This is an optimization exercise on Yosys and OpenROAD, whose aim is small area and a short achievable clock period, not a production implementation. At most, simulation tests tie the RTL to the original design; equivalence was not proved. The RTL of runs 1, 5 and 6 was laid out without a check of its function. Power figures rest on the tool's default switching activity, not on a simulated workload.

$ cat design/flow/flow/run.sh
#!/bin/bash
# The standard layout (standard.sh), with two placement and clock-tree choices:
# the port buffers that placement inserts are sky130_fd_sc_hd__buf_1, and the
# clock tree is built without dummy loads. make's output goes to standard.log;
# each ORFS step keeps its own log under orfs/logs.
set -euo pipefail
export BUFFER_PORTS_ARGS="-buffer_cell sky130_fd_sc_hd__buf_1"
export CTS_ARGS="-sink_clustering_enable -repair_clock_nets -sink_clustering_size 20 -sink_clustering_max_diameter 50 -buf_list sky130_fd_sc_hd__clkbuf_8 -dont_use_dummy_load"
bash standard.sh > standard.log 2>&1
$ cat design/flow/standard.sh
#!/bin/bash
# synth_recipe.tcl (not shown) runs the flow's synth.tcl, then flattens the netlist and writes it again
# the make line also repeats each setting of config.mk as NAME=value (left out here)
make -C /OpenROAD-flow-scripts/flow DESIGN_CONFIG=/design/flow/config.mk WORK_HOME=/design/flow/orfs CLKGATE_MAP_FILE= SYNTH_SCRIPT=/design/flow/synth_recipe.tcl "${@:-finish}"
$ cat design/flow/config.mk
export PLATFORM = sky130hd
export DESIGN_NAME = wildcard_byte_pattern_search
export DESIGN_NICKNAME = wildcard_byte_pattern_search
export VERILOG_FILES = /design/flow/design.v
export SDC_FILE = /design/flow/constraint.sdc
export NUM_CORES = 4
export LEC_CHECK = 0
export CAP_MARGIN = 20
export CORE_MARGIN = 2
export CORE_UTILIZATION = 40
export CTS_BUF_LIST = sky130_fd_sc_hd__clkbuf_8
export CTS_CLUSTER_DIAMETER = 50
export CTS_CLUSTER_SIZE = 20
export PLACE_DENSITY = 0.6
export SETUP_SLACK_MARGIN = 3.0
export SLEW_MARGIN = 20
$ cat design/flow/constraint.sdc
create_clock -name core_clock -period 7.2 [get_ports {clock}]
set_input_delay 1.4400 -clock core_clock [delete_from_list [all_inputs] [get_ports {clock}]]
set_output_delay 1.4400 -clock core_clock [all_outputs]
set_load 0.01 [all_outputs]
$ cat design/flow/design.v
`default_nettype none
module wbps_regs (
   input  wire logic          clock,
   input  wire logic          reset,
   input  wire logic          psel,
   input  wire logic          penable,
   input  wire logic          pwrite,
   input  wire logic [5:0]    paddr,
   input  wire logic [63:0]   pwdata,
   output logic      [63:0]   prdata,
   output logic               pready,
   output logic [127:0]       pattern,
   output logic [15:0]        wildcard_mask,
   output logic [4:0]         pattern_length,
   output logic [63:0]        region_base,
   output logic [5:0]         region_base_hi_ones
);
   localparam int OFFSET_BITS = 32;    
   logic [63:0] pattern_low_ff, pattern_high_ff, region_base_ff;
   logic [15:0] wildcard_mask_ff;
   logic [4:0]  pattern_length_ff;
   logic [63:0] pattern_low_n_ff, pattern_high_n_ff, region_base_n_ff;
   logic [15:0] wildcard_mask_n_ff;
   logic [4:0]  pattern_length_n_ff;
   logic [63:0] wdata_n;
   logic [2:0]  index;
   logic        write_strobe;
   logic [63:0] wdata;
   logic [5:0]  base_hi_ones_ff, base_hi_ones_in;
   assign index = paddr[5:3];
   assign write_strobe = psel && penable && pwrite;
   assign wdata = reset ? 64'd0 : pwdata;
   assign wdata_n = ~wdata;
   assign pattern_low_ff = ~pattern_low_n_ff;
   assign pattern_high_ff = ~pattern_high_n_ff;
   assign region_base_ff = ~region_base_n_ff;
   assign wildcard_mask_ff = ~wildcard_mask_n_ff;
   assign pattern_length_ff = ~pattern_length_n_ff;
   assign pready = 1'b1;
   assign pattern = {pattern_high_ff, pattern_low_ff};
   assign wildcard_mask = wildcard_mask_ff;
   assign pattern_length = pattern_length_ff;
   assign region_base = region_base_ff;
   assign region_base_hi_ones = base_hi_ones_ff;
   always_comb begin
      base_hi_ones_in = 6'(64 - OFFSET_BITS);
      for (int k = 63 - OFFSET_BITS; k >= 0; k--) begin
         if (!wdata[OFFSET_BITS + k]) base_hi_ones_in = 6'(k);
      end
   end
   always_ff @(posedge clock) begin
      if (reset || (write_strobe && index == 3'd0)) pattern_low_n_ff <= wdata_n;
      if (reset || (write_strobe && index == 3'd1)) pattern_high_n_ff <= wdata_n;
      if (reset || (write_strobe && index == 3'd2)) wildcard_mask_n_ff <= wdata_n[15:0];
      if (reset || (write_strobe && index == 3'd3)) pattern_length_n_ff <= wdata_n[4:0];
      if (reset || (write_strobe && index == 3'd4)) begin
         region_base_n_ff <= wdata_n;
         base_hi_ones_ff <= base_hi_ones_in;
      end
   end
   wbps_rdata u_rdata (
      .index          (index),
      .pattern_low    (pattern_low_ff),
      .pattern_high   (pattern_high_ff),
      .wildcard_mask  (wildcard_mask_ff),
      .pattern_length (pattern_length_ff),
      .region_base    (region_base_ff),
      .prdata         (prdata)
   );
endmodule
`default_nettype wire
`default_nettype none
module wbps_rdata (
   input  wire logic [2:0]    index,
   input  wire logic [63:0]   pattern_low,
   input  wire logic [63:0]   pattern_high,
   input  wire logic [15:0]   wildcard_mask,
   input  wire logic [4:0]    pattern_length,
   input  wire logic [63:0]   region_base,
   output logic      [63:0]   prdata
);
   logic [63:0] pair0, pair1, low4, high4;
   assign pair0 = index[0] ? pattern_high : pattern_low;
   assign pair1 = index[0] ? {59'd0, pattern_length} : {48'd0, wildcard_mask};
   assign low4 = index[1] ? pair1 : pair0;
   assign high4 = (index[1] || index[0]) ? 64'd0 : region_base;
   assign prdata = index[2] ? high4 : low4;
endmodule
`default_nettype wire
`default_nettype none
module wbps_match (
   input  wire logic [7:0]   data,
   input  wire logic [127:0] pattern,
   input  wire logic [15:0]  wildcard_mask,
   output logic [15:0]       match
);
   always_comb begin
      for (int i = 0; i < 16; i++) begin
         match[i] = wildcard_mask[i] || (data == pattern[8 * i +: 8]);
      end
   end
endmodule
`default_nettype wire
`default_nettype none
module wbps_core (
   input  wire logic          clock,
   input  wire logic          reset,
   input  wire logic [127:0]  pattern,
   input  wire logic [15:0]   wildcard_mask,
   input  wire logic [4:0]    pattern_length,
   input  wire logic [63:0]   region_base,
   input  wire logic [5:0]    region_base_hi_ones,
   input  wire logic          req_valid,
   output logic               req_ready,
   input  wire logic [7:0]    req_data_byte,
   input  wire logic          req_last_byte,
   output logic               rsp_valid,
   input  wire logic          rsp_ready,
   output logic               rsp_found,
   output logic [63:0]        rsp_match_address
);
   localparam int OFFSET_BITS = 32;    
   localparam int W = OFFSET_BITS;
   logic        in_valid_ff;
   logic [7:0]  in_byte_ff;
   logic        in_last_ff;
   logic        first_ff;       
   logic        done_ff;        
   logic [4:0]  count_ff;       
   logic [14:0] prefix_ff;
   logic [W:0]  addr_ff;        
   logic        out_valid_ff;
   logic        out_found_ff;
   logic        advance, step;
   logic [4:0]  length;
   logic [16:0] length_sel;
   logic [15:0] match;
   logic [15:0] prefix;
   logic        done;
   logic        hit;
   logic [4:0]  count_next;
   logic        full;
   logic [W-1:0] stop_offset;
   logic [W-1:0] stop_carry_in;
   logic [W-1:0] stop_carry_out;
   logic        stop;
   logic        inc;
   logic [W:0]  addr_cur;
   logic [W:0]  addr_ones;
   logic [63-W:0] base_ones;
   logic [63-W:0] base_hi_up;
   logic        found_carry, found_no_carry;
   assign advance = !out_valid_ff || rsp_ready;
   assign step = in_valid_ff && advance;
   assign req_ready = !in_valid_ff || advance;
   assign length = (pattern_length > 5'd16) ? 5'd16 : pattern_length;
   always_comb begin
      for (int l = 0; l <= 16; l++) begin
         length_sel[l] = (length == 5'(l));
      end
   end
   wbps_match u_match (
      .data          (in_byte_ff),
      .pattern       (pattern),
      .wildcard_mask (wildcard_mask),
      .match         (match)
   );
   always_comb begin
      prefix[0] = match[0];
      for (int i = 1; i < 16; i++) begin
         prefix[i] = match[i] && prefix_ff[i - 1] && !first_ff;
      end
   end
   assign done = done_ff && !first_ff;
   assign hit = |(length_sel[16:1] & prefix) && !done;
   assign count_next = first_ff ? 5'd1 : (count_ff[4] ? count_ff : count_ff + 5'd1);
   assign full = (count_next >= length);
   assign stop_offset = {{(W-5){1'b1}}, ~length};
   assign stop_carry_in = region_base[W-1:0] ^ stop_offset ^ addr_ff[W-1:0];
   assign stop_carry_out = (region_base[W-1:0] & stop_offset)
      | ((region_base[W-1:0] | stop_offset) & ~addr_ff[W-1:0]);
   assign stop = !first_ff && (stop_carry_in == {stop_carry_out[W-2:0], 1'b0});
   assign inc = full && !hit && !stop;
   assign addr_cur = first_ff ? {1'b0, region_base[W-1:0]} : addr_ff;
   always_comb begin
      addr_ones[0] = 1'b1;
      for (int k = 1; k <= W; k++) begin
         addr_ones[k] = addr_ones[k - 1] && addr_cur[k - 1];
      end
      for (int k = 0; k < 64 - W; k++) begin
         base_ones[k] = (region_base_hi_ones >= 6'(k));
      end
   end
   always_ff @(posedge clock) begin
      if (reset) begin
         in_valid_ff <= 1'b0;
         first_ff <= 1'b1;
         out_valid_ff <= 1'b0;
      end else begin
         if (req_ready) in_valid_ff <= req_valid;
         if (step) first_ff <= in_last_ff;
         if (advance) out_valid_ff <= step && (hit || (in_last_ff && !done));
      end
   end
   always_ff @(posedge clock) begin
      if (req_ready) begin
         in_byte_ff <= req_data_byte;
         in_last_ff <= req_last_byte;
      end
      if (step) begin
         done_ff <= done || hit;
         count_ff <= count_next;
         prefix_ff <= prefix[14:0];
         addr_ff <= addr_cur ^ (addr_ones & {(W+1){inc}});
         out_found_ff <= hit;
      end
   end
   assign rsp_valid = out_valid_ff;
   assign rsp_found = out_found_ff;
   assign base_hi_up = region_base[63:W] ^ base_ones;
   assign found_carry = out_found_ff && addr_ff[W];
   assign found_no_carry = out_found_ff && !addr_ff[W];
   assign rsp_match_address[63:W] = ({(64-W){found_no_carry}} & region_base[63:W])
      | ({(64-W){found_carry}} & base_hi_up);
   assign rsp_match_address[W-1:0] = {W{out_found_ff}} & addr_ff[W-1:0];
endmodule
`default_nettype wire
`default_nettype none
module wildcard_byte_pattern_search (
   input  wire logic          clock,
   input  wire logic          reset,
   input  wire logic          req_valid,
   output logic               req_ready,
   input  wire logic [7:0]    req_data_byte,
   input  wire logic          req_last_byte,
   output logic               rsp_valid,
   input  wire logic          rsp_ready,
   output logic               rsp_found,
   output logic [63:0]        rsp_match_address,
   input  wire logic          psel,
   input  wire logic          penable,
   input  wire logic          pwrite,
   input  wire logic [5:0]    paddr,
   input  wire logic [63:0]   pwdata,
   output logic      [63:0]   prdata,
   output logic               pready
);
   logic [127:0] pattern;
   logic [15:0]  wildcard_mask;
   logic [4:0]   pattern_length;
   logic [63:0]  region_base;
   logic [5:0]   region_base_hi_ones;
   wbps_regs u_regs (
      .clock          (clock),
      .reset          (reset),
      .psel           (psel),
      .penable        (penable),
      .pwrite         (pwrite),
      .paddr          (paddr),
      .pwdata         (pwdata),
      .prdata         (prdata),
      .pready         (pready),
      .pattern        (pattern),
      .wildcard_mask  (wildcard_mask),
      .pattern_length (pattern_length),
      .region_base    (region_base),
      .region_base_hi_ones (region_base_hi_ones)
   );
   wbps_core u_core (
      .clock             (clock),
      .reset             (reset),
      .pattern           (pattern),
      .wildcard_mask     (wildcard_mask),
      .pattern_length    (pattern_length),
      .region_base       (region_base),
      .region_base_hi_ones (region_base_hi_ones),
      .req_valid         (req_valid),
      .req_ready         (req_ready),
      .req_data_byte     (req_data_byte),
      .req_last_byte     (req_last_byte),
      .rsp_valid         (rsp_valid),
      .rsp_ready         (rsp_ready),
      .rsp_found         (rsp_found),
      .rsp_match_address (rsp_match_address)
   );
endmodule
`default_nettype wire
==> results of run 1 <==
-- what timing repair did --
item                                    4_1_cts  5_1_grt
endpoints found under the setup margin       67       62
cloned                                        1        6
pin swaps                                     0        1
resized for setup                            22       22
setup buffers                                 0       12
-- per-stage QoR --
| step | power (mW) | util | cell area, µm² | setup WS (ns) |
|---|---|---|---|---|
| floorplan | 2.592 | - | 16420 | 2.992 |
| global placement | 2.859 | 0.4359 | 17720 | 2.112 |
| detailed placement | 2.873 | 0.4366 | 17750 | 2.105 |
| CTS | 3.844 | 0.4510 | 18330 | 2.831 |
| global route | 4.008 | 0.4582 | 18620 | 2.977 |
| finish | 3.839 | 0.4582 | 18620 | 3.025 |
-- tightest hold or removal path, delay by kind of cell, from the launching register on --
family / cells / cell delay [ns]
compound gates: 1 / 0.08
flops: 1 / 0.37
simple gates: 1 / 0.06
-- cell usage after synthesis (6+ instances only) --
cell	n
mux2i_1	13
ha_1	33
xor2_1	166
buf_4	6
or2_2	6
and2_1	66
buf_2	15
nor3_1	17
edfxtp_1	283
nand2_1	127
inv_1	34
o21ai_0	55
or3_1	9
nand4_1	45
clkbuf_1	57
nor2_1	88
nand3_1	24
o31ai_1	6
a31oi_1	10
o22a_1	60
nor2b_1	11
nor4_1	12
buf_1	11
o22ai_1	20
and3_1	18
mux2_2	60
xnor2_1	57
nand2b_1	15
a21boi_0	9
a21oi_1	17
-- sequential cells by signal, summed over array words and instances, names as in the netlist, 5 cells and up --
name,cells
u_core.addr_ff,33
u_core.count_ff,5
u_core.in_byte_ff,8
u_core.prefix_ff,15
u_regs.base_hi_ones_ff,6
u_regs.pattern_high_n_ff,64
u_regs.pattern_length_n_ff,5
u_regs.pattern_low_n_ff,64
u_regs.region_base_n_ff,64
u_regs.wildcard_mask_n_ff,16
-- final timing paths --
| path | endpoint | cells past startpoint |
|---|---|---|
| max | prdata[10] | 6 |
| min | u_core.first_ff$_SDFFE_PP1P_ | 2 |
| max reg2reg | u_core.addr_ff[27]$_DFFE_PP_ | 13 |
| min reg2reg | u_core.first_ff$_SDFFE_PP1P_ | 2 |
-- layer usage --
layer  wire length, µm  part of all wire  up-vias
met4              2050             0.040        0
met3              3624             0.072       85
met1             21190              0.42     6014
met5                 0                 0        -
li1                  -                 -     5602
met2             23800              0.47      500
-- area by class of cell --
type                            count  area, µm²
Clock buffer                       34      467.9
Fill cell                        3851      22020
Inverter                           36      135.1
Multi-Input combinational cell   1022       7411
Sequential cell                   286       8559
Tap cell                          532      665.6
Timing Repair Buffer              258       1385
-- report_power, final --
| group | internal, mW | leakage [nW] | switching, mW |
|---|---|---|---|
| Sequential | 1.99 | 2.81 | 0.121 |
| Combinational | 0.308 | 3.56 | 0.455 |
| Clock | 0.421 | 0.244 | 0.549 |
-- kinds of logic after synthesis --
logic type / after synthesis
AND/OR/NAND/NOR: 464
flip-flops: 286
XOR/XNOR: 223
AO/OA/AOI/OAI: 217
buffers and inverters: 126
multiplexers: 78
adder cells (fa/ha/maj): 38
other: 1
==> flow_metrics.tcl, run 1 <==
set metrics [dict create \
    gr-usage-met3 0.03422 \
    power.density_nw_per_um2 206.1 \
    r2r_slack_ns 3.33 \
    avgSynthCellArea_um2 11.44 \
    hold_viol_final 0 \
    end_kind "output pin" \
    clk_latency_ns 0.55 \
    leakagePower_nw 6.616 \
    core_um2 40650 \
    synth_mux_area_frac 0.05603 \
    slew_violations 0 \
    synthTopCellsByArea "edfxtp_1 52%, xor2_1 8.9%, mux2_2 4.1%, o22a_1 3.2%, xnor2_1 3.0%" \
    ir_worst_vdd_mv 0.08483 \
    fin_cells 2168 \
    yosys.area_share.simple 0.1456 \
    ys_warn_count 3 \
    ctsHoldBuffers 0 \
    grt_use_met2 0.3782 \
    drc 0 \
    critical_path.top_delay_family "buffers and inverters" \
    start_util 0.4033 \
    numCtsBuffers 34 \
    netlist_instances 1433 \
    synth_edf_count 283 \
    yosysTopAreaCellShare 0.5184 \
    worstHoldStart "u_core.in_last_ff$_DFFE_PP_" \
    vias 12200 \
    cp_slowest_cell "o22a_1" \
    viasPerCell 5.628 \
    yosysTopAreaCell "edfxtp_1" \
    critPathLaunchType "primary input" \
    io_pins 218 \
    rsz0062_at_grt "yes" \
    synth-xor-area-share 0.1192 \
    period_minus_slack_ns 4.175 \
    reg2reg_from "u_regs.pattern_length_n_ff[4]$_DFFE_PP_" \
    yosysSeqAreaShare 0.5221 \
    grt_pass1_vias 11930 \
    drive_above_1_share 0.1161 \
    crit_required_ns 5.76 \
    fin_setup_tns_ns 0 \
    drt-initial-drc-count 1188 \
    setup_violations 0 \
    status "timing/DRC/antenna clean" \
    htreeDepth 2 \
    crit_type "primary input to output pin" \
    synth_top_family_by_area "simple AND/OR/NAND/NOR gates" \
    worst_clock_skew_ns 0.06435 \
    ant_nets 0 \
    synth_nets 1557 \
    synth-compound-area-share 0.09381 \
    root_buffer "clkbuf_8" \
    dr.pass1.iters 5 \
    worst_slew_pin_slew_ns 1.035 \
    gp_congestion 0.8665 \
    clock.fmax_mhz 239.5 \
    relSlewSlack 0.3078 \
    cts.path.max_buffers 3 \
    netlist_area_um2 16390 \
    critical_path_buf_inv_count 3 \
    grt_overflow_total 0 \
    cp_max_fo 16 \
    whs_ns 0.5090 \
    finalNetCount 1762 \
    cts_tree "done" \
    grt_usage 0.2301 \
    synth_ff_type "edfxtp_1" \
    row_count 74 \
    grt_max_degree 68 \
    clk_pin_slew_worst_paths_ns 0.07 \
    post-route-period-util 0.5799 \
    final_cell_mix "283 x edfxtp_1, 204 x buf_1, 166 x xor2_1" \
    hold_path_class "register to register" \
    synthAdderAreaFrac 0.03130 \
    fp.dieH_um 206.4 \
    synth-async-reset-ratio 0 \
    dp_hpwl_mm 34.96 \
    antenna_found_initial 0 \
    grt_pass1_wl_mm 72.75 \
    wl_mm 50.66 \
    avgRoutedWirePerCell_um 23.37 \
    busiest_layer "met2" \
    final_common_cell "edfxtp_1" \
    area.growth.synth_to_final_pct 13.62 \
    diodes 0 \
    path_cells "buf_6 -> buf_12 -> nand2b_2 -> o22a_1 -> o22ai_1 -> buf_1" \
    ys_types 71 \
    placedCellCount 2115 \
    die_w_um 206.4 \
    maxCapViolations 0 \
    crit_start "paddr[3]" \
    grt_use_met1 0.3078 \
    cts.sinks 286 \
    ys_ff_latch 286 \
    portBuffers 213 \
    dieArea_um2 42620 \
    cpPeakStageDelay_ns 0.27 \
    worstPathArrival_ns 2.74 \
]
==> run 2: changes to the inputs <==
--- a/design/flow/design.v
+++ b/design/flow/design.v
@@ -150,4 +150,2 @@
    logic [63-W:0] base_ones;
-   logic [63-W:0] base_hi_up;
-   logic        found_carry, found_no_carry;
    assign advance = !out_valid_ff || rsp_ready;
@@ -219,8 +217,4 @@
    assign rsp_found = out_found_ff;
-   assign base_hi_up = region_base[63:W] ^ base_ones;
-   assign found_carry = out_found_ff && addr_ff[W];
-   assign found_no_carry = out_found_ff && !addr_ff[W];
-   assign rsp_match_address[63:W] = ({(64-W){found_no_carry}} & region_base[63:W])
-      | ({(64-W){found_carry}} & base_hi_up);
-   assign rsp_match_address[W-1:0] = {W{out_found_ff}} & addr_ff[W-1:0];
+   assign rsp_match_address = out_found_ff
+      ? {region_base[63:W] ^ (base_ones & {(64-W){addr_ff[W]}}), addr_ff[W-1:0]} : 64'd0;
 endmodule
--- a/design/flow/flow/run.sh
+++ b/design/flow/flow/run.sh
@@ -7,3 +7,3 @@
 export BUFFER_PORTS_ARGS="-buffer_cell sky130_fd_sc_hd__buf_1"
-export CTS_ARGS="-sink_clustering_enable -repair_clock_nets -sink_clustering_size 20 -sink_clustering_max_diameter 50 -buf_list sky130_fd_sc_hd__clkbuf_8 -dont_use_dummy_load"
+export CTS_ARGS="-sink_clustering_enable -repair_clock_nets -sink_clustering_size 30 -sink_clustering_max_diameter 80 -buf_list sky130_fd_sc_hd__clkbuf_16 -dont_use_dummy_load"
 bash standard.sh > standard.log 2>&1
--- a/design/flow/config.mk
+++ b/design/flow/config.mk
@@ -10,7 +10,8 @@
 export CORE_UTILIZATION = 40
-export CTS_BUF_LIST = sky130_fd_sc_hd__clkbuf_8
-export CTS_CLUSTER_DIAMETER = 50
-export CTS_CLUSTER_SIZE = 20
+export CTS_BUF_LIST = sky130_fd_sc_hd__clkbuf_16
+export CTS_CLUSTER_DIAMETER = 80
+export CTS_CLUSTER_SIZE = 30
 export PLACE_DENSITY = 0.6
-export SETUP_SLACK_MARGIN = 3.0
+export SETUP_SLACK_MARGIN = 3.2
 export SLEW_MARGIN = 20
+export TNS_END_PERCENT = 20
==> flow_metrics.tcl, run 2 <==
set metrics [dict create \
    ys_ff_latch 286 \
    largestRegisters "u_regs.pattern_high_n_ff: 64 flops, u_regs.pattern_low_n_ff: 64 flops, u_regs.region_base_n_ff: 64 flops" \
    drive_above_1_share 0.09600 \
    portBuffers 213 \
    setup.worst_path.end "prdata[9]" \
    setup_violations 0 \
    ys_warn_count 3 \
    cts.path.max_buffers 3 \
    start_util 0.4079 \
    synth_edf_count 283 \
    drt-initial-drc-count 926 \
    yosysSeqAreaShare 0.5244 \
    yosysTopAreaCellShare 0.5207 \
    synth_nets 1597 \
    path_cells "clkbuf_16 -> buf_4 -> nor2_4 -> nand2_4 -> o21ai_1 -> buf_2" \
    yosysTopAreaCell "edfxtp_1" \
    grt_pass1_vias 11900 \
    avgRoutedWirePerCell_um 22.62 \
    status "timing/DRC/antenna clean" \
    r2r_slack_ns 3.43 \
    post-route-period-util 0.5596 \
    dp_hpwl_mm 34.52 \
    ir_worst_vdd_mv 0.1314 \
    worst_slew_pin_slew_ns 1.042 \
    grt_pass1_wl_mm 71.94 \
    critPathLaunchType "primary input" \
    synth_top_cells_by_count "283 x edfxtp_1, 174 x xor2_1, 145 x nor2_1" \
    rsz0062_at_grt "yes" \
    fp.dieH_um 206.0 \
    crit_start "paddr[3]" \
    synth-async-reset-ratio 0 \
    final_common_cell "edfxtp_1" \
    row_count 73 \
    avgSynthCellArea_um2 11.08 \
    clk_latency_ns 0.54 \
    antenna_found_initial 3 \
    worst_clock_skew_ns 0.06097 \
    postLayoutCellArea_um2 18670 \
    synthTopCellsByArea "edfxtp_1 52%, xor2_1 9.3%, mux2i_1 3.5%, nor2_1 3.3%, nand2_1 2.9%" \
    r2r_cells 13 \
    io_pins 218 \
    end_kind "output pin" \
    relSlewSlack 0.3051 \
    yosysMostFrequentCell "edfxtp_1" \
    reg2reg_to "u_core.addr_ff[32]$_DFFE_PP_" \
    grt_usage 0.2274 \
    synth_ff_type "edfxtp_1" \
    grt_max_degree 71 \
    leakagePower_nw 6.916 \
    dp_slack_ns 2.167 \
    worstPathArrival_ns 2.59 \
    worstHoldPathCells 2 \
    finalNetCount 1803 \
    root_buffer "clkbuf_16" \
    final_cell_mix "283 x edfxtp_1, 193 x buf_1, 173 x xor2_1" \
    cts.sinks 286 \
    grt_overflow_total 0 \
    wl_mm 49.83 \
    crit_required_ns 5.76 \
    vias 12010 \
    cp_slowest_cell "o21ai_1" \
    viasPerCell 5.450 \
    hold_path_class "register to register" \
    netlist_area_um2 16320 \
    cts_tree "done" \
    p_total_mw 3.781 \
    layout_setup_ws_ns 3.171 \
    fillers 3816 \
    core_um2 40010 \
    dieArea_um2 42430 \
    dr.pass1.iters 5 \
    clock.fmax_mhz 248.2 \
    slew_violations 0 \
    fin_setup_tns_ns 0 \
    netlist_instances 1473 \
    hold_viol_final 0 \
    place_area_um2 17530 \
    maxCapViolations 0 \
    die_w_um 206.0 \
    ant_nets 0 \
    numCtsBuffers 16 \
    period_minus_slack_ns 4.029 \
    reg2reg_from "u_regs.pattern_length_n_ff[4]$_DFFE_PP_" \
    clk_pin_slew_worst_paths_ns 0.06 \
    drc 0 \
    area.growth.synth_to_final_pct 14.38 \
    htreeDepth 1 \
    ys_types 69 \
    power.density_nw_per_um2 202.6 \
    gp_congestion 0.9347 \
    cpPeakStageDelay_ns 0.27 \
    cp_max_fo 11 \
    crit_type "primary input to output pin" \
]
[run 2: kinds of logic (layout without fill, tap and decap cells)]
| kind of cell | Yosys count | count (layout) | synth area share |
|---|---|---|---|
| adder cells (fa/ha/maj) | 38 | 38 | 0.03143 |
| flip-flops | 286 | 286 | 0.5244 |
| other | 1 | 2 | 0.0002298 |
| multiplexers | 76 | 76 | 0.05152 |
| AND/OR/NAND/NOR | 499 | 499 | 0.1528 |
| buffers and inverters | 122 | 326 | 0.03512 |
| XOR/XNOR | 226 | 226 | 0.1213 |
| AO/OA/AOI/OAI | 225 | 225 | 0.08319 |
[run 2: final cells by class]
class | instances | area (µm²) | share of cell area
multi-input combinational | 1065 | 7308 | 0.3915
tap | 525 | 656.9 | 0.03519
clock buffer | 16 | 400.4 | 0.02145
inverter | 38 | 155.1 | 0.008312
antenna | 1 | 2.502 | 0.0001341
timing repair buffer | 272 | 1584 | 0.08486
sequential | 286 | 8559 | 0.4585
[run 2: where the power goes]
part	switching [mW]	total [mW]	internal, mW
sequential	0.117	2.10	1.98
combinational	0.458	0.757	0.299
clock	0.523	0.923	0.400
total	1.10	3.78	2.68
[run 2: critical path: cells and delay by family]
family / cells / cell delay [ns]
and+or+nand+nor: 2 / 0.35
AOI/OAI and AO/OA: 1 / 0.27
buffers and inverters: 3 / 0.50
[run 2: worst min path at each step]
stage,start,to
2_1_floorplan,u_core.in_last_ff$_DFFE_PP_,u_core.first_ff$_SDFFE_PP1P_
3_3_place_gp,u_core.out_valid_ff$_SDFFE_PP0N_,u_core.out_valid_ff$_SDFFE_PP0N_
3_5_place_dp,u_core.out_valid_ff$_SDFFE_PP0N_,u_core.out_valid_ff$_SDFFE_PP0N_
4_1_cts,u_core.out_valid_ff$_SDFFE_PP0N_,u_core.out_valid_ff$_SDFFE_PP0N_
5_1_grt,u_core.out_valid_ff$_SDFFE_PP0N_,u_core.out_valid_ff$_SDFFE_PP0N_
6_report,u_core.out_valid_ff$_SDFFE_PP0N_,u_core.out_valid_ff$_SDFFE_PP0N_
[run 2: per-stage QoR]
step	std cells	util	hold WS (ns)
global placement	2148	0.4383	0.4967
floorplan	1473	-	0.4683
CTS	2183	0.4602	0.5189
detailed placement	2148	0.4383	0.5070
global route	2202	0.4665	0.5334
finish	2203	0.4666	0.5292
[run 2: what timing repair did]
action | 4_1_cts | 5_1_grt
pin swaps | 3 | 8
gates resized for setup | 62 | 33
buffers inserted | 14 | 14
endpoints found under the setup margin | 149 | 89
hold buffers | 0 | 0
cloned | 5 | 5
[run 2: metal layers]
| layer | global-route usage | part of all wire | wire, µm | up-vias |
|---|---|---|---|---|
| met5 | 0 | 0.00032 | 16 | - |
| met2 | 0.3893 | 0.49 | 24210 | 444 |
| met3 | 0.03138 | 0.063 | 3157 | 91 |
| met4 | 0.07832 | 0.035 | 1747 | 2 |
| met1 | 0.2957 | 0.42 | 20700 | 5805 |
| li1 | - | - | - | 5665 |
==> run 3: changes to the inputs <==
--- a/design/flow/config.mk
+++ b/design/flow/config.mk
@@ -13,3 +13,3 @@
 export CTS_CLUSTER_SIZE = 30
-export PLACE_DENSITY = 0.6
+export PLACE_DENSITY = 0.75
 export SETUP_SLACK_MARGIN = 3.2
==> flow_metrics.tcl, run 3 <==
set metrics [dict create \
    cts.sinks 286 \
    post-route-period-util 0.5580 \
    yosysTopAreaCell "edfxtp_1" \
    finalNetCount 1789 \
    clk_latency_ns 0.52 \
    critical_path_buf_inv_count 3 \
    synth-async-reset-ratio 0 \
    leakagePower_nw 6.803 \
    place_area_um2 17550 \
    synth_ff_type "edfxtp_1" \
    die_w_um 206.0 \
    yosysMostFrequentCell "edfxtp_1" \
    grt_pass1_wl_mm 72.02 \
    yosysTopAreaCellShare 0.5207 \
    grt_usage 0.2268 \
    drt-initial-drc-count 1184 \
    worst_slew_pin_slew_ns 1.055 \
    rsz0062_at_grt "yes" \
    slew_violations 0 \
    cts.path.max_buffers 3 \
    ys_types 69 \
    final_common_cell "edfxtp_1" \
    clock.fmax_mhz 248.9 \
    synth_top_cells_by_count "283 x edfxtp_1, 174 x xor2_1, 145 x nor2_1" \
    worstHoldPathCells 2 \
    netlist_area_um2 16320 \
    htreeDepth 1 \
    yosysSeqAreaShare 0.5244 \
    path_cells "buf_16 -> buf_16 -> mux2_2 -> o22ai_2 -> nand2_1 -> o21ai_2 -> buf_2" \
    dieArea_um2 42430 \
    maxCapViolations 0 \
    synth_edf_count 283 \
    ys_ff_latch 286 \
    worst_clock_skew_ns 0.05740 \
    largestRegisters "u_regs.pattern_high_n_ff: 64 flops, u_regs.pattern_low_n_ff: 64 flops, u_regs.region_base_n_ff: 64 flops" \
    wl_mm 49.16 \
    grt_overflow_total 0 \
    cp_slowest_cell "mux2_2" \
    ys_warn_count 3 \
    crit_top_cell "buf_16" \
    cpPeakStageDelay_ns 0.35 \
    cp_max_fo 13 \
    root_buffer "clkbuf_16" \
    ant_nets 0 \
    netlist_instances 1473 \
    avgRoutedWirePerCell_um 22.47 \
    vias 12400 \
    drive_above_1_share 0.08539 \
    antenna_found_initial 1 \
    setup_violations 0 \
    period_minus_slack_ns 4.017 \
    worstPathArrival_ns 2.58 \
    status "timing/DRC/antenna clean" \
    crit_required_ns 5.76 \
    grt_pass1_vias 12120 \
    power.density_nw_per_um2 203.3 \
    diodes 0 \
    r2r_slack_ns 3.41 \
    numCtsBuffers 16 \
    synth_nets 1597 \
    hold_viol_final 0 \
    ctsHoldBuffers 0 \
    core_um2 40010 \
    clk_pin_slew_worst_paths_ns 0.08 \
    viasPerCell 5.666 \
    critPathLaunchType "primary input" \
    grt_max_degree 71 \
    end_kind "output pin" \
    area.growth.synth_to_final_pct 13.45 \
    postLayoutCellArea_um2 18510 \
    dr.pass1.iters 5 \
    avgSynthCellArea_um2 11.08 \
    relSlewSlack 0.2968 \
    synthTopCellsByArea "edfxtp_1 52%, xor2_1 9.3%, mux2i_1 3.5%, nor2_1 3.3%, nand2_1 2.9%" \
    row_count 73 \
    dp_hpwl_mm 34.67 \
    final_cell_mix "283 x edfxtp_1, 198 x buf_1, 173 x xor2_1" \
    crit_type "primary input to output pin" \
    r2r_cells 12 \
    start_util 0.4079 \
    portBuffers 213 \
    io_pins 218 \
    fin_setup_tns_ns 0 \
    fin_util 0.4628 \
    critical_path.top_delay_family "buffers and inverters" \
    drc 0 \
    fp.dieH_um 206.0 \
    path_depth 7 \
    ir_worst_vdd_mv 0.1317 \
    cts_tree "done" \
    gp_congestion 0.8833 \
    hold_path_class "register to register" \
]
## run 3: layout make-up
class | instances | area, µm²
Tap cell | 525 | 656.9
Clock buffer | 16 | 400.4
Fill cell | 3747 | 21490
Multi-Input combinational cell | 1066 | 7340
Inverter | 38 | 150.1
Timing Repair inverter | 1 | 6.256
Sequential cell | 286 | 8559
Timing Repair Buffer | 256 | 1401
## run 3: cells by family (layout without fill, tap and decap cells)
kind of cell,count (synthesis),in the layout,synth area share
buffers and inverters,122,311,0.03512
other,1,1,0.0002298
and+or+nand+nor,499,500,0.1528
xor gates and xnor gates,226,226,0.1213
DFF,286,286,0.5244
muxes,76,76,0.05152
adders and majority gates,38,38,0.03143
AOI/OAI and AO/OA,225,225,0.08319
## run 3: tightest hold or removal path, stage by stage (launching register included)
cell	delay, ns
dfxtp_1	0.32
nand2b_1	0.09
a21oi_1	0.07
## run 3: final timing paths
| check | startpoint | end |
|---|---|---|
| worst max-delay path | paddr[4] | prdata[13] |
| worst min-delay path | u_core.out_valid_ff$_SDFFE_PP0N_ | u_core.out_valid_ff$_SDFFE_PP0N_ |
| worst max register to register | u_core.in_byte_ff[6]$_DFFE_PP_ | u_core.addr_ff[32]$_DFFE_PP_ |
| worst min register to register | u_core.out_valid_ff$_SDFFE_PP0N_ | u_core.out_valid_ff$_SDFFE_PP0N_ |
## run 3: what timing repair did
| action | CTS | global route |
|---|---|---|
| gates resized for setup | 58 | 24 |
| pin swaps | 1 | 1 |
| buffers inserted | 8 | 4 |
| cloned | 7 | 2 |
| setup endpoints to repair | 95 | 80 |
## run 3: power breakdown
part	switching [mW]	leakage [nW]	total, mW	internal (mW)
clock network	0.509	0.197	0.909	0.399
registers	0.116	2.81	2.10	1.98
logic	0.463	3.79	0.755	0.292
total	1.09	6.80	3.76	2.68
## run 3: stage by stage
stage / worst slack (ns) / hold WS, ns / instances / power [mW]
floorplan: 2.505 / 0.4683 / 1473 / 2.579
global placement: 2.143 / 0.4913 / 2150 / 2.813
detailed placement: 2.137 / 0.5117 / 2150 / 2.831
CTS: 3.151 / 0.5250 / 2181 / 3.754
global route: 3.142 / 0.5679 / 2188 / 3.903
finish: 3.183 / 0.5279 / 2188 / 3.763
## run 3: metal layers
layer | vias to the layer above | GRT usage | share of wire
met2 | 606 | 0.3905 | 0.49
li1 | 5630 | - | -
met5 | - | 0 | 0.00024
met1 | 6060 | 0.2937 | 0.40
met3 | 99 | 0.02602 | 0.076
met4 | 2 | 0.08469 | 0.040
==> run 4: changes to the inputs <==
==> design/flow/flow/run.sh (replaced) <==
#!/bin/bash
# The standard layout (standard.sh), with these placement and clock-tree
# choices: the port buffers that placement inserts are sky130_fd_sc_hd__buf_1,
# the clock tree is built without dummy loads, and after floorplan the logic
# on the slowest paths is remapped for timing. make's output goes to
# standard.log; each ORFS step keeps its own log under orfs/logs.
set -euo pipefail
export BUFFER_PORTS_ARGS="-buffer_cell sky130_fd_sc_hd__buf_1"
export CTS_ARGS="-sink_clustering_enable -repair_clock_nets -sink_clustering_size 20 -sink_clustering_max_diameter 50 -buf_list sky130_fd_sc_hd__clkbuf_8 -dont_use_dummy_load"
export POST_FLOORPLAN_TCL="$PWD/flow/post_floorplan.tcl"
mkdir -p orfs
bash standard.sh > standard.log 2>&1
==> design/flow/flow/post_floorplan.tcl (new file) <==
# Remap the logic cones on the slowest paths with timing-driven ABC.
restructure -target timing -slack_threshold 3.3 \
  -liberty_file /OpenROAD-flow-scripts/flow/platforms/sky130hd/lib/sky130_fd_sc_hd__tt_025C_1v80.lib \
  -tielo_port sky130_fd_sc_hd__conb_1/LO -tiehi_port sky130_fd_sc_hd__conb_1/HI \
  -work_dir [file join $::env(OBJECTS_DIR) rmp]
--- a/design/flow/config.mk
+++ b/design/flow/config.mk
@@ -10,6 +10,6 @@
 export CORE_UTILIZATION = 40
-export CTS_BUF_LIST = sky130_fd_sc_hd__clkbuf_16
-export CTS_CLUSTER_DIAMETER = 80
-export CTS_CLUSTER_SIZE = 30
-export PLACE_DENSITY = 0.75
+export CTS_BUF_LIST = sky130_fd_sc_hd__clkbuf_8
+export CTS_CLUSTER_DIAMETER = 50
+export CTS_CLUSTER_SIZE = 20
+export PLACE_DENSITY = 0.6
 export SETUP_SLACK_MARGIN = 3.2
==> flow_metrics.tcl, run 4 <==
set metrics [dict create \
    start_util 0.4079 \
    stop_stage "2_1_floorplan" \
    fp.dieH_um 206.0 \
    ys_warn_count 3 \
    status "stopped before the end" \
    netlist_area_um2 16320 \
    die_w_um 206.0 \
    row_count 73 \
    synth_ff_type "edfxtp_1" \
    synth_nets 1597 \
    yosysMostFrequentCell "edfxtp_1" \
    synth_top_cells_by_count "283 x edfxtp_1, 174 x xor2_1, 145 x nor2_1" \
    yosysTopAreaCell "edfxtp_1" \
    netlist_instances 1473 \
    ys_types 69 \
    ys_ff_latch 286 \
    synth-async-reset-ratio 0 \
    avgSynthCellArea_um2 11.08 \
    synth_edf_count 283 \
    yosysSeqAreaShare 0.5244 \
    error_line "[ERROR RMP-0003] Cannot open file /design/flow/orfs/objects/sky130hd/wildcard_byte_pattern_search/base/rmp/wildcard_byte_pattern_search0ord_abc_script.tcl for writing." \
    synthTopCellsByArea "edfxtp_1 52%, xor2_1 9.3%, mux2i_1 3.5%, nor2_1 3.3%, nand2_1 2.9%" \
    yosysTopAreaCellShare 0.5207 \
]
==> run 4: cell counts after synthesis <==
No cell type changed its count.
==> run 4: cells by family after synthesis <==
group,after synthesis,synth area share
buf+inv,122,0.03512
compound gates,225,0.08319
fa+ha+maj,38,0.03143
xor+xnor,226,0.1213
flops,286,0.5244
mux,76,0.05152
other cells,1,0.0002298
simple gates,499,0.1528
==> run 5: changes to the inputs <==
--- a/design/flow/design.v
+++ b/design/flow/design.v
@@ -14,6 +14,4 @@
    output logic [4:0]         pattern_length,
-   output logic [63:0]        region_base,
-   output logic [5:0]         region_base_hi_ones
-);
-   localparam int OFFSET_BITS = 32;    
+   output logic [63:0]        region_base
+);
    logic [63:0] pattern_low_ff, pattern_high_ff, region_base_ff;
@@ -21,6 +19,2 @@
    logic [4:0]  pattern_length_ff;
-   logic [63:0] pattern_low_n_ff, pattern_high_n_ff, region_base_n_ff;
-   logic [15:0] wildcard_mask_n_ff;
-   logic [4:0]  pattern_length_n_ff;
-   logic [63:0] wdata_n;
    logic [2:0]  index;
@@ -28,3 +22,2 @@
    logic [63:0] wdata;
-   logic [5:0]  base_hi_ones_ff, base_hi_ones_in;
    assign index = paddr[5:3];
@@ -32,8 +25,2 @@
    assign wdata = reset ? 64'd0 : pwdata;
-   assign wdata_n = ~wdata;
-   assign pattern_low_ff = ~pattern_low_n_ff;
-   assign pattern_high_ff = ~pattern_high_n_ff;
-   assign region_base_ff = ~region_base_n_ff;
-   assign wildcard_mask_ff = ~wildcard_mask_n_ff;
-   assign pattern_length_ff = ~pattern_length_n_ff;
    assign pready = 1'b1;
@@ -43,45 +30,14 @@
    assign region_base = region_base_ff;
-   assign region_base_hi_ones = base_hi_ones_ff;
-   always_comb begin
-      base_hi_ones_in = 6'(64 - OFFSET_BITS);
-      for (int k = 63 - OFFSET_BITS; k >= 0; k--) begin
-         if (!wdata[OFFSET_BITS + k]) base_hi_ones_in = 6'(k);
-      end
-   end
    always_ff @(posedge clock) begin
-      if (reset || (write_strobe && index == 3'd0)) pattern_low_n_ff <= wdata_n;
-      if (reset || (write_strobe && index == 3'd1)) pattern_high_n_ff <= wdata_n;
-      if (reset || (write_strobe && index == 3'd2)) wildcard_mask_n_ff <= wdata_n[15:0];
-      if (reset || (write_strobe && index == 3'd3)) pattern_length_n_ff <= wdata_n[4:0];
-      if (reset || (write_strobe && index == 3'd4)) begin
-         region_base_n_ff <= wdata_n;
-         base_hi_ones_ff <= base_hi_ones_in;
-      end
-   end
-   wbps_rdata u_rdata (
-      .index          (index),
-      .pattern_low    (pattern_low_ff),
-      .pattern_high   (pattern_high_ff),
-      .wildcard_mask  (wildcard_mask_ff),
-      .pattern_length (pattern_length_ff),
-      .region_base    (region_base_ff),
-      .prdata         (prdata)
-   );
-endmodule
-`default_nettype wire
-`default_nettype none
-module wbps_rdata (
-   input  wire logic [2:0]    index,
-   input  wire logic [63:0]   pattern_low,
-   input  wire logic [63:0]   pattern_high,
-   input  wire logic [15:0]   wildcard_mask,
-   input  wire logic [4:0]    pattern_length,
-   input  wire logic [63:0]   region_base,
-   output logic      [63:0]   prdata
-);
+      if (reset || (write_strobe && index == 3'd0)) pattern_low_ff <= wdata;
+      if (reset || (write_strobe && index == 3'd1)) pattern_high_ff <= wdata;
+      if (reset || (write_strobe && index == 3'd2)) wildcard_mask_ff <= wdata[15:0];
+      if (reset || (write_strobe && index == 3'd3)) pattern_length_ff <= wdata[4:0];
+      if (reset || (write_strobe && index == 3'd4)) region_base_ff <= wdata;
+   end
    logic [63:0] pair0, pair1, low4, high4;
-   assign pair0 = index[0] ? pattern_high : pattern_low;
-   assign pair1 = index[0] ? {59'd0, pattern_length} : {48'd0, wildcard_mask};
+   assign pair0 = index[0] ? pattern_high_ff : pattern_low_ff;
+   assign pair1 = index[0] ? {59'd0, pattern_length_ff} : {48'd0, wildcard_mask_ff};
    assign low4 = index[1] ? pair1 : pair0;
-   assign high4 = (index[1] || index[0]) ? 64'd0 : region_base;
+   assign high4 = (index[1] || index[0]) ? 64'd0 : region_base_ff;
    assign prdata = index[2] ? high4 : low4;
@@ -111,3 +67,2 @@
    input  wire logic [63:0]   region_base,
-   input  wire logic [5:0]    region_base_hi_ones,
    input  wire logic          req_valid,
@@ -187,4 +142,5 @@
       end
-      for (int k = 0; k < 64 - W; k++) begin
-         base_ones[k] = (region_base_hi_ones >= 6'(k));
+      base_ones[0] = 1'b1;
+      for (int k = 1; k < 64 - W; k++) begin
+         base_ones[k] = base_ones[k - 1] && region_base[W + k - 1];
       end
@@ -245,3 +201,2 @@
    logic [63:0]  region_base;
-   logic [5:0]   region_base_hi_ones;
    wbps_regs u_regs (
@@ -259,4 +214,3 @@
       .pattern_length (pattern_length),
-      .region_base    (region_base),
-      .region_base_hi_ones (region_base_hi_ones)
+      .region_base    (region_base)
    );
@@ -269,3 +223,2 @@
       .region_base       (region_base),
-      .region_base_hi_ones (region_base_hi_ones),
       .req_valid         (req_valid),
==> design/flow/flow/run.sh (replaced) <==
#!/bin/bash
# The standard layout (standard.sh), with two placement and clock-tree choices:
# the port buffers that placement inserts are sky130_fd_sc_hd__buf_1, and the
# clock tree is built without dummy loads. make's output goes to standard.log;
# each ORFS step keeps its own log under orfs/logs.
set -euo pipefail
export BUFFER_PORTS_ARGS="-buffer_cell sky130_fd_sc_hd__buf_1"
export CTS_ARGS="-sink_clustering_enable -repair_clock_nets -sink_clustering_size 20 -sink_clustering_max_diameter 50 -buf_list sky130_fd_sc_hd__clkbuf_8 -dont_use_dummy_load"
bash standard.sh > standard.log 2>&1
--- a/design/flow/config.mk
+++ b/design/flow/config.mk
@@ -14,4 +14,3 @@
 export PLACE_DENSITY = 0.6
-export SETUP_SLACK_MARGIN = 3.2
+export SETUP_SLACK_MARGIN = 3.0
 export SLEW_MARGIN = 20
-export TNS_END_PERCENT = 20
removed: design/flow/flow/post_floorplan.tcl
==> flow_metrics.tcl, run 5 <==
set metrics [dict create \
    status "timing/DRC/antenna clean" \
    die_w_um 205.4 \
    dieArea_um2 42170 \
    yosysMostFrequentCell "edfxtp_1" \
    avgRoutedWirePerCell_um 21.82 \
    grt_max_degree 66 \
    cpPeakStageDelay_ns 0.47 \
    yosysSeqAreaShare 0.5166 \
    worst_slew_pin_slew_ns 0.9440 \
    grt_usage 0.2253 \
    critPathLaunchType "register" \
    leakagePower_nw 7.011 \
    portBuffers 213 \
    end_kind "output pin" \
    ir_worst_vdd_mv 0.1105 \
    p_total_mw 3.751 \
    fp.dieH_um 205.4 \
    antenna_found_initial 1 \
    htreeDepth 2 \
    post-route-period-util 0.6438 \
    drt-initial-drc-count 970 \
    synth_edf_count 277 \
    hold_path_class "register to register" \
    numCtsBuffers 35 \
    grt_pass1_wl_mm 71.09 \
    synth_top_cells_by_count "277 x edfxtp_1, 172 x xor2_1, 142 x nor2_1" \
    crit_required_ns 5.76 \
    yosysTopAreaCell "edfxtp_1" \
    worstPathArrival_ns 3.20 \
    io_pins 218 \
    ys_ff_latch 280 \
    start_util 0.4063 \
    final_cell_mix "277 x edfxtp_1, 185 x buf_1, 172 x xor2_1" \
    synth_ff_type "edfxtp_1" \
    cp_max_fo 3 \
    layout_setup_ws_ns 2.565 \
    synth_nets 1565 \
    maxCapViolations 0 \
    setup_violations 0 \
    rsz0062_at_grt "yes" \
    cts_tree "done" \
    drc 0 \
    fin_setup_tns_ns 0 \
    yosysTopAreaCellShare 0.5129 \
    dr.pass1.iters 5 \
    area.growth.synth_to_final_pct 15.59 \
    cp_slowest_cell "edfxtp_1" \
    relSlewSlack 0.3706 \
    grt_overflow_total 0 \
    wl_mm 48.11 \
    vias 11880 \
    row_count 73 \
    netlist_instances 1440 \
    ant_nets 0 \
    cts.path.max_buffers 3 \
    dp_slack_ns 1.788 \
    cts.sinks 280 \
    worst_clock_skew_ns 0.08582 \
    ys_types 67 \
    critical_path.top_delay_family "simple AND/OR/NAND/NOR gates" \
    drive_above_1_share 0.1114 \
    period_minus_slack_ns 4.635 \
    largestRegisters "u_regs.pattern_high_ff: 64 flops, u_regs.pattern_low_ff: 64 flops, u_regs.region_base_ff: 64 flops" \
    whs_ns 0.4968 \
    dp_hpwl_mm 32.23 \
    synthTopCellsByArea "edfxtp_1 51%, xor2_1 9.3%, mux2i_1 4.8%, nor2b_1 3.4%, nor2_1 3.3%" \
    core_um2 39910 \
    place_area_um2 17430 \
    postLayoutCellArea_um2 18750 \
    slew_violations 0 \
    fillers 3779 \
    path_cells "and4_4 -> nand4_1 -> nor4_4 -> nand4_4 -> nor4_4 -> and4_4 -> nand4_1 -> or3_1 -> a21boi_1 -> buf_2" \
    clock.fmax_mhz 215.7 \
    netlist_area_um2 16220 \
    clk_pin_slew_worst_paths_ns 0.08 \
    grt_pass1_vias 11740 \
    gp_congestion 0.8917 \
    ys_warn_count 3 \
    clk_latency_ns 0.57 \
    finalNetCount 1806 \
    hold_viol_final 0 \
    power.density_nw_per_um2 200.1 \
    viasPerCell 5.388 \
    critical_path_buf_inv_count 1 \
    root_buffer "clkbuf_8" \
    avgSynthCellArea_um2 11.26 \
    synth-async-reset-ratio 0 \
    final_common_cell "edfxtp_1" \
    crit_type "register to output pin" \
]
run 5: changes by cell type after synthesis, sizes merged, moves of 16 or more:
cell | before | now
nor2b | 8 | 89
nand4 | 45 | 14
mux2i | 57 | 78
nand2 | 127 | 66
o21ai | 70 | 25
nor4 | 18 | 34
run 5: layout make-up:
cell class	instances	area, µm²	share of cell area
antenna	1	2.502	0.0001335
clock buffer	35	481.7	0.02570
inverter	53	198.9	0.01061
multi-input combinational	1024	7393	0.3944
sequential	280	8382	0.4471
tap	525	656.9	0.03504
timing repair buffer	287	1630	0.08697
run 5: cell families after synthesis:
logic type      Yosys count  share of synthesized area
flops                   280                     0.5166
xor+xnor                226                     0.1221
mux                      86                    0.05717
other cells               1                  0.0002312
buf+inv                 137                    0.03912
compound gates          175                    0.06959
simple gates            496                     0.1628
fa+ha+maj                39                    0.03241
run 5: routing by layer:
| metal | track usage | vias to the layer above | part of all wire | routed length, µm |
|---|---|---|---|---|
| met5 | 0 | - | 0 | 0 |
| met4 | 0.06269 | 0 | 0.026 | 1258 |
| met3 | 0.03104 | 69 | 0.062 | 2983 |
| met2 | 0.3733 | 407 | 0.48 | 22960 |
| met1 | 0.3094 | 5869 | 0.43 | 20910 |
| li1 | - | 5536 | - | - |
run 5: worst paths after layout:
kind | from | to | slack (ns) | cells past startpoint
worst max-delay path | u_core.addr_ff[32]$_DFFE_PP_ | rsp_match_address[63] | 2.56 | 10
worst min-delay path | u_core.in_last_ff$_DFFE_PP_ | u_core.first_ff$_SDFFE_PP1P_ | 0.50 | 1
worst max register to register | u_regs.pattern_length_ff[4]$_DFFE_PP_ | u_core.addr_ff[4]$_DFFE_PP_ | 3.19 | 14
worst min register to register | u_core.in_last_ff$_DFFE_PP_ | u_core.first_ff$_SDFFE_PP1P_ | 0.50 | 1
run 5: where the power goes:
group | switching, mW | internal, mW
Clock | 0.553 | 0.432
Sequential | 0.135 | 1.94
Combinational | 0.407 | 0.279
run 5: worst reg2reg max path, cell delays in order, from the launching register on:
cell	delay [ns]
edfxtp_1	0.50
inv_1	0.19
nand2_1	0.14
inv_1	0.24
fa_1	0.45
nor2_1	0.14
nand4_1	0.11
or4_1	0.57
nor4_4	0.27
nor3_1	0.15
nand3_4	0.18
a21oi_4	0.09
buf_4	0.27
and4_1	0.22
a211o_1	0.22
run 5: what timing repair did:
| action | 4_1_cts | 5_1_grt |
|---|---|---|
| setup endpoints to repair | 166 | 44 |
| resized for setup | 71 | 19 |
| pin swaps | 13 | 10 |
| setup buffers | 29 | 18 |
| hold buffers | 0 | 0 |
| cloned | 6 | 1 |
run 5: through the flow:
stage	utilization	instances
floorplan	-	1440
global placement	0.4366	2115
detailed placement	0.4366	2115
CTS	0.4636	2185
global route	0.4696	2204
finish	0.4696	2205
==> run 6: changes to the inputs <==
--- a/design/flow/design.v
+++ b/design/flow/design.v
@@ -11,10 +11,13 @@
    output logic               pready,
-   output logic [127:0]       pattern,
-   output logic [15:0]        wildcard_mask,
-   output logic [4:0]         pattern_length,
-   output logic [63:0]        region_base
-);
-   logic [63:0] pattern_low_ff, pattern_high_ff, region_base_ff;
-   logic [15:0] wildcard_mask_ff;
-   logic [4:0]  pattern_length_ff;
+   output logic [127:0]       pattern_n,
+   output logic [15:0]        wildcard_mask_n,
+   output logic [4:0]         pattern_length_n,
+   output logic [63:0]        region_base_n,
+   output logic [5:0]         region_base_hi_ones
+);
+   localparam int OFFSET_BITS = 32;    
+   logic [63:0] pattern_low_n_ff, pattern_high_n_ff, region_base_n_ff;
+   logic [15:0] wildcard_mask_n_ff;
+   logic [4:0]  pattern_length_n_ff;
+   logic [5:0]  base_hi_ones_ff, base_hi_ones_in;
    logic [2:0]  index;
@@ -22,2 +25,3 @@
    logic [63:0] wdata;
+   logic [63:0] wdata_n;
    assign index = paddr[5:3];
@@ -25,20 +29,62 @@
    assign wdata = reset ? 64'd0 : pwdata;
+   assign wdata_n = ~wdata;
    assign pready = 1'b1;
-   assign pattern = {pattern_high_ff, pattern_low_ff};
-   assign wildcard_mask = wildcard_mask_ff;
-   assign pattern_length = pattern_length_ff;
-   assign region_base = region_base_ff;
+   assign pattern_n = {pattern_high_n_ff, pattern_low_n_ff};
+   assign wildcard_mask_n = wildcard_mask_n_ff;
+   assign pattern_length_n = pattern_length_n_ff;
+   assign region_base_n = region_base_n_ff;
+   assign region_base_hi_ones = base_hi_ones_ff;
+   always_comb begin
+      base_hi_ones_in = 6'(64 - OFFSET_BITS);
+      for (int k = 63 - OFFSET_BITS; k >= 0; k--) begin
+         if (!wdata[OFFSET_BITS + k]) base_hi_ones_in = 6'(k);
+      end
+   end
    always_ff @(posedge clock) begin
-      if (reset || (write_strobe && index == 3'd0)) pattern_low_ff <= wdata;
-      if (reset || (write_strobe && index == 3'd1)) pattern_high_ff <= wdata;
-      if (reset || (write_strobe && index == 3'd2)) wildcard_mask_ff <= wdata[15:0];
-      if (reset || (write_strobe && index == 3'd3)) pattern_length_ff <= wdata[4:0];
-      if (reset || (write_strobe && index == 3'd4)) region_base_ff <= wdata;
-   end
-   logic [63:0] pair0, pair1, low4, high4;
-   assign pair0 = index[0] ? pattern_high_ff : pattern_low_ff;
-   assign pair1 = index[0] ? {59'd0, pattern_length_ff} : {48'd0, wildcard_mask_ff};
-   assign low4 = index[1] ? pair1 : pair0;
-   assign high4 = (index[1] || index[0]) ? 64'd0 : region_base_ff;
-   assign prdata = index[2] ? high4 : low4;
+      if (reset || (write_strobe && index == 3'd0)) pattern_low_n_ff <= wdata_n;
+      if (reset || (write_strobe && index == 3'd1)) pattern_high_n_ff <= wdata_n;
+      if (reset || (write_strobe && index == 3'd2)) wildcard_mask_n_ff <= wdata_n[15:0];
+      if (reset || (write_strobe && index == 3'd3)) pattern_length_n_ff <= wdata_n[4:0];
+      if (reset || (write_strobe && index == 3'd4)) begin
+         region_base_n_ff <= wdata_n;
+         base_hi_ones_ff <= base_hi_ones_in;
+      end
+   end
+   for (genvar s = 0; s < 8; s++) begin : g_read
+      wbps_rdata #(.LO(8 * s)) u_rdata (
+         .index            (index),
+         .pattern_low_n    (pattern_low_n_ff[8 * s +: 8]),
+         .pattern_high_n   (pattern_high_n_ff[8 * s +: 8]),
+         .wildcard_mask_n  (wildcard_mask_n_ff[(s < 2 ? 8 * s : 0) +: 8]),
+         .pattern_length_n (pattern_length_n_ff),
+         .region_base_n    (region_base_n_ff[8 * s +: 8]),
+         .prdata           (prdata[8 * s +: 8])
+      );
+   end
+endmodule
+`default_nettype wire
+`default_nettype none
+module wbps_rdata #(
+   parameter int LO = 0
+) (
+   input  wire logic [2:0]    index,
+   input  wire logic [7:0]    pattern_low_n,
+   input  wire logic [7:0]    pattern_high_n,
+   input  wire logic [7:0]    wildcard_mask_n,
+   input  wire logic [4:0]    pattern_length_n,
+   input  wire logic [7:0]    region_base_n,
+   output logic      [7:0]    prdata
+);
+   always_comb begin
+      for (int i = 0; i < 8; i++) begin
+         case (index)
+            3'd0:    prdata[i] = !pattern_low_n[i];
+            3'd1:    prdata[i] = !pattern_high_n[i];
+            3'd2:    prdata[i] = (LO + i < 16) ? !wildcard_mask_n[i] : 1'b0;
+            3'd3:    prdata[i] = (LO + i < 5) ? !pattern_length_n[i % 5] : 1'b0;
+            3'd4:    prdata[i] = !region_base_n[i];
+            default: prdata[i] = 1'b0;
+         endcase
+      end
+   end
 endmodule
@@ -63,6 +109,7 @@
    input  wire logic          reset,
-   input  wire logic [127:0]  pattern,
-   input  wire logic [15:0]   wildcard_mask,
-   input  wire logic [4:0]    pattern_length,
-   input  wire logic [63:0]   region_base,
+   input  wire logic [127:0]  pattern_n,          
+   input  wire logic [15:0]   wildcard_mask_n,
+   input  wire logic [4:0]    pattern_length_n,
+   input  wire logic [63:0]   region_base_n,
+   input  wire logic [5:0]    region_base_hi_ones,
    input  wire logic          req_valid,
@@ -78,2 +125,6 @@
    localparam int W = OFFSET_BITS;
+   logic [127:0] pattern;
+   logic [15:0] wildcard_mask;
+   logic [4:0]  pattern_length;
+   logic [63:0] region_base;
    logic        in_valid_ff;
@@ -105,2 +156,6 @@
    logic [63-W:0] base_ones;
+   assign pattern = ~pattern_n;
+   assign wildcard_mask = ~wildcard_mask_n;
+   assign pattern_length = ~pattern_length_n;
+   assign region_base = ~region_base_n;
    assign advance = !out_valid_ff || rsp_ready;
@@ -142,5 +197,4 @@
       end
-      base_ones[0] = 1'b1;
-      for (int k = 1; k < 64 - W; k++) begin
-         base_ones[k] = base_ones[k - 1] && region_base[W + k - 1];
+      for (int k = 0; k < 64 - W; k++) begin
+         base_ones[k] = (region_base_hi_ones >= 6'(k));
       end
@@ -197,6 +251,7 @@
 );
-   logic [127:0] pattern;
-   logic [15:0]  wildcard_mask;
-   logic [4:0]   pattern_length;
-   logic [63:0]  region_base;
+   logic [127:0] pattern_n;
+   logic [15:0]  wildcard_mask_n;
+   logic [4:0]   pattern_length_n;
+   logic [63:0]  region_base_n;
+   logic [5:0]   region_base_hi_ones;
    wbps_regs u_regs (
@@ -211,6 +266,7 @@
       .pready         (pready),
-      .pattern        (pattern),
-      .wildcard_mask  (wildcard_mask),
-      .pattern_length (pattern_length),
-      .region_base    (region_base)
+      .pattern_n        (pattern_n),
+      .wildcard_mask_n  (wildcard_mask_n),
+      .pattern_length_n (pattern_length_n),
+      .region_base_n    (region_base_n),
+      .region_base_hi_ones (region_base_hi_ones)
    );
@@ -219,6 +275,7 @@
       .reset             (reset),
-      .pattern           (pattern),
-      .wildcard_mask     (wildcard_mask),
-      .pattern_length    (pattern_length),
-      .region_base       (region_base),
+      .pattern_n         (pattern_n),
+      .wildcard_mask_n   (wildcard_mask_n),
+      .pattern_length_n  (pattern_length_n),
+      .region_base_n     (region_base_n),
+      .region_base_hi_ones (region_base_hi_ones),
       .req_valid         (req_valid),
--- a/design/flow/config.mk
+++ b/design/flow/config.mk
@@ -16 +16,3 @@
 export SLEW_MARGIN = 20
+export SYNTH_HIERARCHICAL = 1
+export SYNTH_MINIMUM_KEEP_SIZE = 0
==> flow_metrics.tcl, run 6 <==
set metrics [dict create \
    status "timing/DRC/antenna clean" \
    synth_top_cells_by_count "283 x edfxtp_1, 170 x inv_1, 124 x xor2_1" \
    grt_pass1_wl_mm 73.88 \
    period_minus_slack_ns 4.218 \
    p_total_mw 3.896 \
    cts_tree "done" \
    clk_latency_ns 0.57 \
    placedCellCount 2302 \
    numCtsBuffers 36 \
    ys_warn_count 17 \
    dp_slack_ns 2.270 \
    critPathLaunchType "primary input" \
    yosysMostFrequentCell "edfxtp_1" \
    hold_path_class "register to register" \
    setup_violations 0 \
    netlist_area_um2 17370 \
    critical_path.top_delay_family "buffers and inverters" \
    synth_nets 1692 \
    die_w_um 212.4 \
    worstPathArrival_ns 2.78 \
    root_buffer "clkbuf_8" \
    synth_ff_type "edfxtp_1" \
    wl_mm 51.03 \
    cts.path.max_buffers 3 \
    synth_edf_count 283 \
    slew_violations 0 \
    layout_setup_ws_ns 2.982 \
    final_cell_mix "283 x edfxtp_1, 207 x buf_1, 169 x inv_1" \
    portBuffers 213 \
    viasPerCell 5.382 \
    avgRoutedWirePerCell_um 21.55 \
    synth-async-reset-ratio 0 \
    ys_ff_latch 286 \
    htreeDepth 2 \
    dieArea_um2 45110 \
    relSlewSlack 0.2901 \
    avgSynthCellArea_um2 11.08 \
    yosysSeqAreaShare 0.4927 \
    row_count 76 \
    io_pins 218 \
    yosysTopAreaCellShare 0.4893 \
    clk_pin_slew_worst_paths_ns 0.09 \
    ys_types 90 \
    grt_max_degree 71 \
    maxCapViolations 0 \
    fin_setup_tns_ns 0 \
    dr.pass1.iters 5 \
    finalNetCount 1909 \
    vias 12750 \
    post-route-period-util 0.5858 \
    worst_clock_skew_ns 0.06189 \
    rsz0062_at_grt "yes" \
    area.growth.synth_to_final_pct 12.73 \
    cp_slowest_cell "o32ai_1" \
    cp_max_fo 23 \
    hold_viol_final 0 \
    fin_util 0.4555 \
    ir_worst_vdd_mv 0.1109 \
    crit_required_ns 5.76 \
    final_common_cell "edfxtp_1" \
    ant_nets 0 \
    ctsHoldBuffers 0 \
    synthTopCellsByArea "edfxtp_1 49%, xor2_1 6.3%, xnor2_1 5.0%, inv_1 3.7%, nand2_1 2.7%" \
    clock.fmax_mhz 237.1 \
    antenna_found_initial 0 \
    critical_path_buf_inv_count 3 \
    fin_cells 2368 \
    cpPeakStageDelay_ns 0.45 \
    drive_above_1_share 0.1088 \
    dp_hpwl_mm 35.54 \
    grt_pass1_vias 12110 \
    worst_slew_pin_slew_ns 1.065 \
    core_um2 42980 \
    power.density_nw_per_um2 199.0 \
    yosysTopAreaCell "edfxtp_1" \
    leakagePower_nw 7.470 \
    cts.sinks 286 \
    grt_usage 0.2209 \
    start_util 0.4041 \
    gp_congestion 0.8803 \
    diodes 0 \
    drc 0 \
    grt_overflow_total 0 \
    largestRegisters "u_regs.pattern_high_n_ff: 64 flops, u_regs.pattern_low_n_ff: 64 flops, u_regs.region_base_n_ff: 64 flops" \
    path_cells "clkbuf_8 -> buf_12 -> nand2b_1 -> o32ai_1 -> buf_1" \
    drt-initial-drc-count 1114 \
    crit_type "primary input to output pin" \
    fp.dieH_um 212.4 \
    netlist_instances 1568 \
    end_kind "output pin" \
]
run 6: changes by cell type in the layout (fill, tap and decap cells not counted), sizes merged, moves of 46 or more:
cell,before,now
a21oi,88,39
inv,53,171
mux2,3,51
mux2i,78,23
nand2,66,123
nor2,142,77
nor2b,90,6
o32ai,0,47
xnor2,54,100
xor2,172,124
run 6: per-layer routing:
| metal | track usage | routed length, µm |
|---|---|---|
| met5 | 0 | 0 |
| met4 | 0.07186 | 1546 |
| met3 | 0.03176 | 3432 |
| met2 | 0.3660 | 24230 |
| met1 | 0.2983 | 21820 |
run 6: cells by family after synthesis:
| kind of cell | count (synthesis) | share of synthesized area |
|---|---|---|
| simple gates | 470 | 0.1481 |
| mux | 74 | 0.05021 |
| xor+xnor | 224 | 0.1130 |
| flops | 286 | 0.4927 |
| compound gates | 218 | 0.09321 |
| other cells | 1 | 0.0002159 |
| fa+ha+maj | 38 | 0.02954 |
| buf+inv | 257 | 0.07304 |
run 6: area by class of cell:
type                            count  area, µm²
Multi-Input combinational cell   1025       7679
Timing Repair Buffer              264       1463
Sequential cell                   286       8562
Tap cell                          585      732.0
Clock buffer                       36      495.5
Fill cell                        4094      23400
Inverter                          172      649.4
run 6: path summary, 6_finish.rpt:
kind	from	to	slack [ns]	cells after the start
worst max-delay path	paddr[4]	prdata[18]	2.98	5
worst min-delay path	u_core.out_valid_ff$_SDFFE_PP0N_	u_core.out_valid_ff$_SDFFE_PP0N_	0.52	2
worst min register to register	u_core.out_valid_ff$_SDFFE_PP0N_	u_core.out_valid_ff$_SDFFE_PP0N_	0.52	2
worst max register to register	u_core.in_byte_ff[6]$_DFFE_PP_	u_core.addr_ff[1]$_DFFE_PP_	3.15	13
run 6: per-module statistics from Yosys, one instance, submodules excluded, a selection:
module / cells inside / copies in the design / cell area (µm²)
wbps_regs: 372 / 1 / 7300
wbps_core: 788 / 1 / 6466
wbps_match: 192 / 1 / 1584
run 6: stage by stage:
step / instance area (µm²) / hold slack [ns]
CTS: 19300 / 0.5210
detailed placement: 18510 / 0.5096
floorplan: 17420 / 0.4488
finish: 19580 / 0.5179
global route: 19580 / 0.5482
global placement: 18510 / 0.4923
run 6: power by group:
| part | internal, mW | switching (mW) | leakage, nW | total, mW |
|---|---|---|---|---|
| logic | 0.323 | 0.476 | 4.40 | 0.799 |
| clock network | 0.444 | 0.555 | 0.259 | 0.999 |
| registers | 1.98 | 0.113 | 2.81 | 2.10 |
| total | 2.75 | 1.14 | 7.47 | 3.90 |
run 6: tightest hold or removal path, stage by stage, from the launching register on:
cell      delay, ns
dfxtp_1        0.33
nand2b_1       0.09
a21oi_1        0.06
run 6: timing repair:
| item | in CTS | in global routing |
|---|---|---|
| cloned | 2 | 3 |
| setup endpoints to repair | 87 | 36 |
| resized for setup | 27 | 19 |
| pin swaps | 0 | 1 |
| buffers inserted | 10 | 15 |

## afterwards: timing with drivers on the ports
The results above use ideal ports. As a check the final layouts listed here were re-extracted and re-timed, cells and wires unchanged.
Step 1 sets driving cells, clkbuf_16 on the clock port and buf_2 on the other inputs (assumed; they add their load-dependent delay and slew).
Step 2 also shifts input and output timing later by t, the mid clock arrival at the registers, as if the neighbouring blocks saw the same clock.
a / b / c = no drivers / after step 1 / after step 2; a / b = the first two.
run | t, ns | setup WS [ns] | hold slack, ns | worst slew at a driven data input, ns | cell pins on the clock port's net
run 1 | 0.569 | 3.025 / 2.816 / 2.816 | 0.509 / 0.509 / 0.509 | 0.26 | 1
run 2 | 0.561 | 3.171 / 3.060 / 3.060 | 0.529 / 0.529 / 0.529 | 0.13 | 1
run 3 | 0.551 | 3.183 / 2.950 / 2.950 | 0.528 / 0.528 / 0.528 | 0.24 | 1
run 5 | 0.575 | 2.565 / 2.516 / 2.889 | 0.497 / 0.497 / 0.497 | 0.17 | 1
run 6 | 0.591 | 2.982 / 2.902 / 2.902 | 0.518 / 0.518 / 0.518 | 0.16 | 1
After both steps every run listed still meets setup and hold. The setup slack of run 3, which loses most, moves by -0.233 ns with the drivers and by -0.233 ns with both steps.
